Context: an optimization exercise on an open-source flow, tuned for small area. The choices shown serve that exercise and are no tape-out recipe.
The RTL was checked by simulation tests, not by an equivalence proof against the original design.
Power is estimated from default activity; no workload was simulated.

// peer_table_replay_filter_top
module peer_table_replay_filter_top #(
   parameter int PEER_SLOTS = ptrf_pkg::PEER_SLOTS_DEFAULT
) (
   input  logic                          clock,
   input  logic                          reset,
   input  logic                          csr_write_enable,
   input  logic                          csr_write_data,
   input  logic                          req_valid,
   output logic                          req_stall,
   input  logic [ptrf_pkg::MODE_W-1:0]   req_mode,
   input  logic [ptrf_pkg::MAC_W-1:0]    req_peer_mac,
   input  logic [ptrf_pkg::MEMBER_W-1:0] req_member_id,
   input  logic [ptrf_pkg::SEQ_W-1:0]    req_sequence_req,
   input  logic                          req_reset_window,
   output logic                          rsp_valid,
   input  logic                          rsp_stall,
   output logic [ptrf_pkg::STATUS_W-1:0] rsp_status,
   output logic                          rsp_found,
   output logic [ptrf_pkg::SLOT_W-1:0]   rsp_slot,
   output logic [ptrf_pkg::MAC_W-1:0]    rsp_found_mac
);
Size: about 1000 cells after synthesis, ~150 I/O pins.
==> flow/config.mk <==
export PLATFORM = sky130hd
export DESIGN_NAME = peer_table_replay_filter_top
export DESIGN_NICKNAME = peer_table_replay_filter_top
export VERILOG_FILES = /design/flow/design.v
export SDC_FILE = /design/flow/constraint.sdc
export NUM_CORES = 4
export LEC_CHECK = 0
export CAP_MARGIN = 20
export CORE_MARGIN = 2
export CORE_UTILIZATION = 60
export GPL_TIMING_DRIVEN = 0
export SLEW_MARGIN = 20
==> flow/constraint.sdc <==
create_clock -name core_clock -period 5.0 [get_ports {clock}]
set_input_delay 1.0000 -clock core_clock [delete_from_list [all_inputs] [get_ports {clock}]]
set_output_delay 1.0000 -clock core_clock [all_outputs]
set_load 0.01 [all_outputs]
standard.sh (not shown) runs the stock make flow with config.mk's settings and CLKGATE_MAP_FILE= SYNTH_SCRIPT=/design/flow/synth_recipe.tcl, a recipe that flattens the netlist after the stock synthesis.
==> flow/flow/run.sh <==
#!/bin/bash
# Standard ORFS layout with three changes: the combinational cells of the
# standard synthesis are re-mapped for area by Yosys/ABC (flip-flops kept as
# the standard synthesis made them), port buffers use the smallest buffer
# cell, and the clock tree uses small buffers without dummy loads.
# Each tool's output goes to a log file here.
set -euo pipefail
export BUFFER_PORTS_ARGS="-buffer_cell sky130_fd_sc_hd__buf_1"
export CTS_ARGS="-sink_clustering_enable -repair_clock_nets -dont_use_dummy_load -buf_list sky130_fd_sc_hd__clkbuf_8 -sink_clustering_size 23 -sink_clustering_max_diameter 42"
R=orfs/results/${FLOW_PLATFORM}/peer_table_replay_filter_top/base
LIB=${FLOW_HOME}/platforms/${FLOW_PLATFORM}/lib/sky130_fd_sc_hd__tt_025C_1v80.lib
YOSYS=$(command -v yosys || echo "${FLOW_HOME}/../tools/install/yosys/bin/yosys")

bash standard.sh synth > standard_synth.log 2>&1
cp "$R/1_2_yosys.v" std_synth.v
sed -e "s#@LIB@#${LIB}#g" -e "s#@TOP@#${FLOW_TOP}#g" flow/remap.ys > remap.ys
"$YOSYS" -l remap.log -s remap.ys > /dev/null 2>&1
cp remapped.v "$R/1_2_yosys.v"
rm -f "$R/1_synth.odb" "$R/1_synth.sdc"
bash standard.sh > standard.log 2>&1
Other scripts of this flow, unchanged in this note and not shown: flow/flow/remap.ys
Next try:
--- a/flow/flow/run.sh
+++ b/flow/flow/run.sh
@@ -9 +9 @@
-export CTS_ARGS="-sink_clustering_enable -repair_clock_nets -dont_use_dummy_load -buf_list sky130_fd_sc_hd__clkbuf_8 -sink_clustering_size 23 -sink_clustering_max_diameter 42"
+export CTS_ARGS="-sink_clustering_enable -repair_clock_nets -dont_use_dummy_load -buf_list sky130_fd_sc_hd__clkbuf_8 -sink_clustering_size 22 -sink_clustering_max_diameter 45"
--- a/flow/config.mk
+++ b/flow/config.mk
@@ -10 +10 @@
-export CORE_UTILIZATION = 60
+export CORE_UTILIZATION = 65
Hold slack gains 27 ps.
Die area came out lower by 7.5%.
Design area came out lower by 0.35%.
First-iteration DRC count came out lower by 6.0%.
Next try:
--- a/flow/flow/run.sh
+++ b/flow/flow/run.sh
@@ -9 +9 @@
-export CTS_ARGS="-sink_clustering_enable -repair_clock_nets -dont_use_dummy_load -buf_list sky130_fd_sc_hd__clkbuf_8 -sink_clustering_size 22 -sink_clustering_max_diameter 45"
+export CTS_ARGS="-sink_clustering_enable -repair_clock_nets -dont_use_dummy_load -buf_list sky130_fd_sc_hd__clkbuf_8 -sink_clustering_size 20 -sink_clustering_max_diameter 40"
--- a/flow/config.mk
+++ b/flow/config.mk
@@ -10 +10 @@
-export CORE_UTILIZATION = 65
+export CORE_UTILIZATION = 70
Core utilization went up by 5.7 points; wire length went up by roughly a tenth; final area barely changes; critical path depth does not change; synthesized area does not change; synthesized cell count does not change; sequential power hardly moves; combinational power is about the same; global-route usage went up by 3.3 points.

run A:
peer_table_replay_filter_top again, from the RTL that the note above started with.
Design peer_table_replay_filter_top, start of the top module:
module peer_table_replay_filter_top #(
   parameter int PEER_SLOTS = ptrf_pkg::PEER_SLOTS_DEFAULT
) (
   input  logic                          clock,
   input  logic                          reset,
   input  logic                          csr_write_enable,
   input  logic                          csr_write_data,
   input  logic                          req_valid,
   output logic                          req_stall,
   input  logic [ptrf_pkg::MODE_W-1:0]   req_mode,
   input  logic [ptrf_pkg::MAC_W-1:0]    req_peer_mac,
   input  logic [ptrf_pkg::MEMBER_W-1:0] req_member_id,
   input  logic [ptrf_pkg::SEQ_W-1:0]    req_sequence_req,
   input  logic                          req_reset_window,
   output logic                          rsp_valid,
   input  logic                          rsp_stall,
   output logic [ptrf_pkg::STATUS_W-1:0] rsp_status,
   output logic                          rsp_found,
   output logic [ptrf_pkg::SLOT_W-1:0]   rsp_slot,
   output logic [ptrf_pkg::MAC_W-1:0]    rsp_found_mac
);
export LEC_CHECK = 0
export CAP_MARGIN = 20
export CORE_MARGIN = 2
export CORE_UTILIZATION = 60
export GPL_TIMING_DRIVEN = 0
export SLEW_MARGIN = 20
create_clock -name core_clock -period 5.0 [get_ports {clock}]
==> flow/flow/run.sh <==
#!/bin/bash
# Standard ORFS layout with three changes: the combinational cells of the
# standard synthesis are re-mapped for area by Yosys/ABC (flip-flops kept as
# the standard synthesis made them), port buffers use the smallest buffer
# cell, and the clock tree uses small buffers without dummy loads.
# Each tool's output goes to a log file here.
set -euo pipefail
export BUFFER_PORTS_ARGS="-buffer_cell sky130_fd_sc_hd__buf_1"
export CTS_ARGS="-sink_clustering_enable -repair_clock_nets -dont_use_dummy_load -buf_list sky130_fd_sc_hd__clkbuf_8 -sink_clustering_size 22 -sink_clustering_max_diameter 45"
R=orfs/results/${FLOW_PLATFORM}/peer_table_replay_filter_top/base
LIB=${FLOW_HOME}/platforms/${FLOW_PLATFORM}/lib/sky130_fd_sc_hd__tt_025C_1v80.lib
YOSYS=$(command -v yosys || echo "${FLOW_HOME}/../tools/install/yosys/bin/yosys")

bash standard.sh synth > standard_synth.log 2>&1
cp "$R/1_2_yosys.v" std_synth.v
sed -e "s#@LIB@#${LIB}#g" -e "s#@TOP@#${FLOW_TOP}#g" flow/remap.ys > remap.ys
"$YOSYS" -l remap.log -s remap.ys > /dev/null 2>&1
cp remapped.v "$R/1_2_yosys.v"
rm -f "$R/1_synth.odb" "$R/1_synth.sdc"
bash standard.sh > standard.log 2>&1
Other scripts of this flow, unchanged in this note and not shown: flow/flow/remap.ys
Modified inputs, run B compared to run A
- changing CORE_UTILIZATION from 60 to 50
Notes after the runs:
- Global placer's final weighted congestion up 3.5% in run B wrt run A
- Sort run A and run B by worst IR drop on VDD desc -> top: run A
- Looking only at layout-stage area growth over the synthesis result, and setting everything else aside, the higher value of run A and run B goes to run B.
- Between run A and run B, hold slack increased.
- Highest clock rate for run B: 1.1% down relative to run A
[inputs] run C vs run B
- a deleted GPL_TIMING_DRIVEN that had been 0
- a change of CORE_UTILIZATION from 50 to 60
--- outcome ---
- Comparing clock-buffer cell count for run C and run B, the smaller number came from run C.
- Delta (run C minus run B): routed length on met2 went up by 5.1%; overall power after layout lower; power per cell area went up; met3 routed wirelength rose by 77 um; largest incremental delay on the critical path moved down.
- The detailed-route wire length of run C and that of run B are within noise of each other.
- Worst setup margin was higher in the run labelled run C.
- Between run B and run C, count of inserted tapcells decreased.
- Compare run C and run B | core utilization lower: run B
--- input diff run C..run D ---
- an added GPL_TIMING_DRIVEN of 0
diff --git a/flow/flow/run.sh b/flow/flow/run.sh
--- a/flow/flow/run.sh
+++ b/flow/flow/run.sh
@@ -7,5 +7,5 @@
 set -euo pipefail
 export BUFFER_PORTS_ARGS="-buffer_cell sky130_fd_sc_hd__buf_1"
-export CTS_ARGS="-sink_clustering_enable -repair_clock_nets -dont_use_dummy_load -buf_list sky130_fd_sc_hd__clkbuf_8 -sink_clustering_size 22 -sink_clustering_max_diameter 45"
+export CTS_ARGS="-sink_clustering_enable -repair_clock_nets -dont_use_dummy_load -buf_list sky130_fd_sc_hd__clkbuf_8 -sink_clustering_size 21 -sink_clustering_max_diameter 40"
 R=orfs/results/${FLOW_PLATFORM}/peer_table_replay_filter_top/base
 LIB=${FLOW_HOME}/platforms/${FLOW_PLATFORM}/lib/sky130_fd_sc_hd__tt_025C_1v80.lib
[summary]
Run D: PASS, flow complete, no timing, DRC or antenna violations
As far as total nets after synthesis goes, run C and run D are indistinguishable; the numbers are identical.
Compared with run C, run D shows a setup slack that is 0.52 ns lower.
Vias: run D fewer than run C
In run D, the average via count per standard cell came out about 0.45% below the value in run C.
Share of final-layout standard cells stronger than drive strength 1 delta (run D -> run C): insignificant
[compare] base=run C new=run D: post-route minimum period climbed 0.52 ns, sequential-cell power consumption essentially unchanged.
diff inputs: run D => run E
- GPL_ROUTABILITY_DRIVEN: unset -> 0
diff --git a/flow/flow/run.sh b/flow/flow/run.sh
--- a/flow/flow/run.sh
+++ b/flow/flow/run.sh
@@ -7,5 +7,5 @@
 set -euo pipefail
 export BUFFER_PORTS_ARGS="-buffer_cell sky130_fd_sc_hd__buf_1"
-export CTS_ARGS="-sink_clustering_enable -repair_clock_nets -dont_use_dummy_load -buf_list sky130_fd_sc_hd__clkbuf_8 -sink_clustering_size 21 -sink_clustering_max_diameter 40"
+export CTS_ARGS="-sink_clustering_enable -repair_clock_nets -dont_use_dummy_load -buf_list sky130_fd_sc_hd__clkbuf_8 -sink_clustering_size 22 -sink_clustering_max_diameter 45"
 R=orfs/results/${FLOW_PLATFORM}/peer_table_replay_filter_top/base
 LIB=${FLOW_HOME}/platforms/${FLOW_PLATFORM}/lib/sky130_fd_sc_hd__tt_025C_1v80.lib
Findings:
Run E reached the final stage; the timing, design-rule and antenna checks on its layout passed. Between run D and run E, the total number of multi-input combinational cells figures differ only marginally. Against run D, run E reports a total power that is lower. Run E vs run D — global-route usage dropped 0.37 points. Leakage component of the power: lower on run E. Hold slack, run E and run D: lower on run D.

==> re-timing with driven ports <==
The results above use ideal ports. As a check the final layouts listed here were re-extracted and re-timed, cells and wires unchanged.
Step 1 assumes that a clkbuf_16 drives the clock port and a buf_2 every other input.
Step 2 times the ports against the registers' clock, not the clock port: input delays grow and output delays shrink by t, the midpoint of the rising clock arrivals with the driver on.
Three values: ideal ports, drivers, drivers and shift; two values: the first two.
| run | t (ns) | setup WS [ns] | clock arrival spread, ns | worst register clock-pin slew, ns | worst data-port slew with drivers (ns) |
|---|---|---|---|---|---|
| the first run of note 1 | 0.576 | 1.034 / 0.991 / 1.116 | 0.095 / 0.095 | 0.12 / 0.12 | 0.05 |
| the second run of note 1 | 0.592 | 1.043 / 1.001 / 1.162 | 0.079 / 0.079 | 0.12 / 0.12 | 0.05 |
| the third run of note 1 | 0.589 | 0.982 / 0.939 / 1.169 | 0.084 / 0.084 | 0.11 / 0.11 | 0.05 |
| run A | 0.585 | 1.008 / 0.967 / 1.074 | 0.069 / 0.069 | 0.12 / 0.12 | 0.05 |
| run B | 0.588 | 0.966 / 0.921 / 1.083 | 0.071 / 0.072 | 0.12 / 0.12 | 0.05 |
| run C | 0.588 | 1.552 / 1.511 / 1.564 | 0.099 / 0.098 | 0.12 / 0.12 | 0.05 |
| run D | 0.568 | 1.034 / 0.992 / 1.083 | 0.123 / 0.123 | 0.11 / 0.11 | 0.05 |
| run E | 0.576 | 1.081 / 1.039 / 1.164 | 0.090 / 0.091 | 0.12 / 0.12 | 0.05 |
After both steps setup and hold are still met in every run listed.
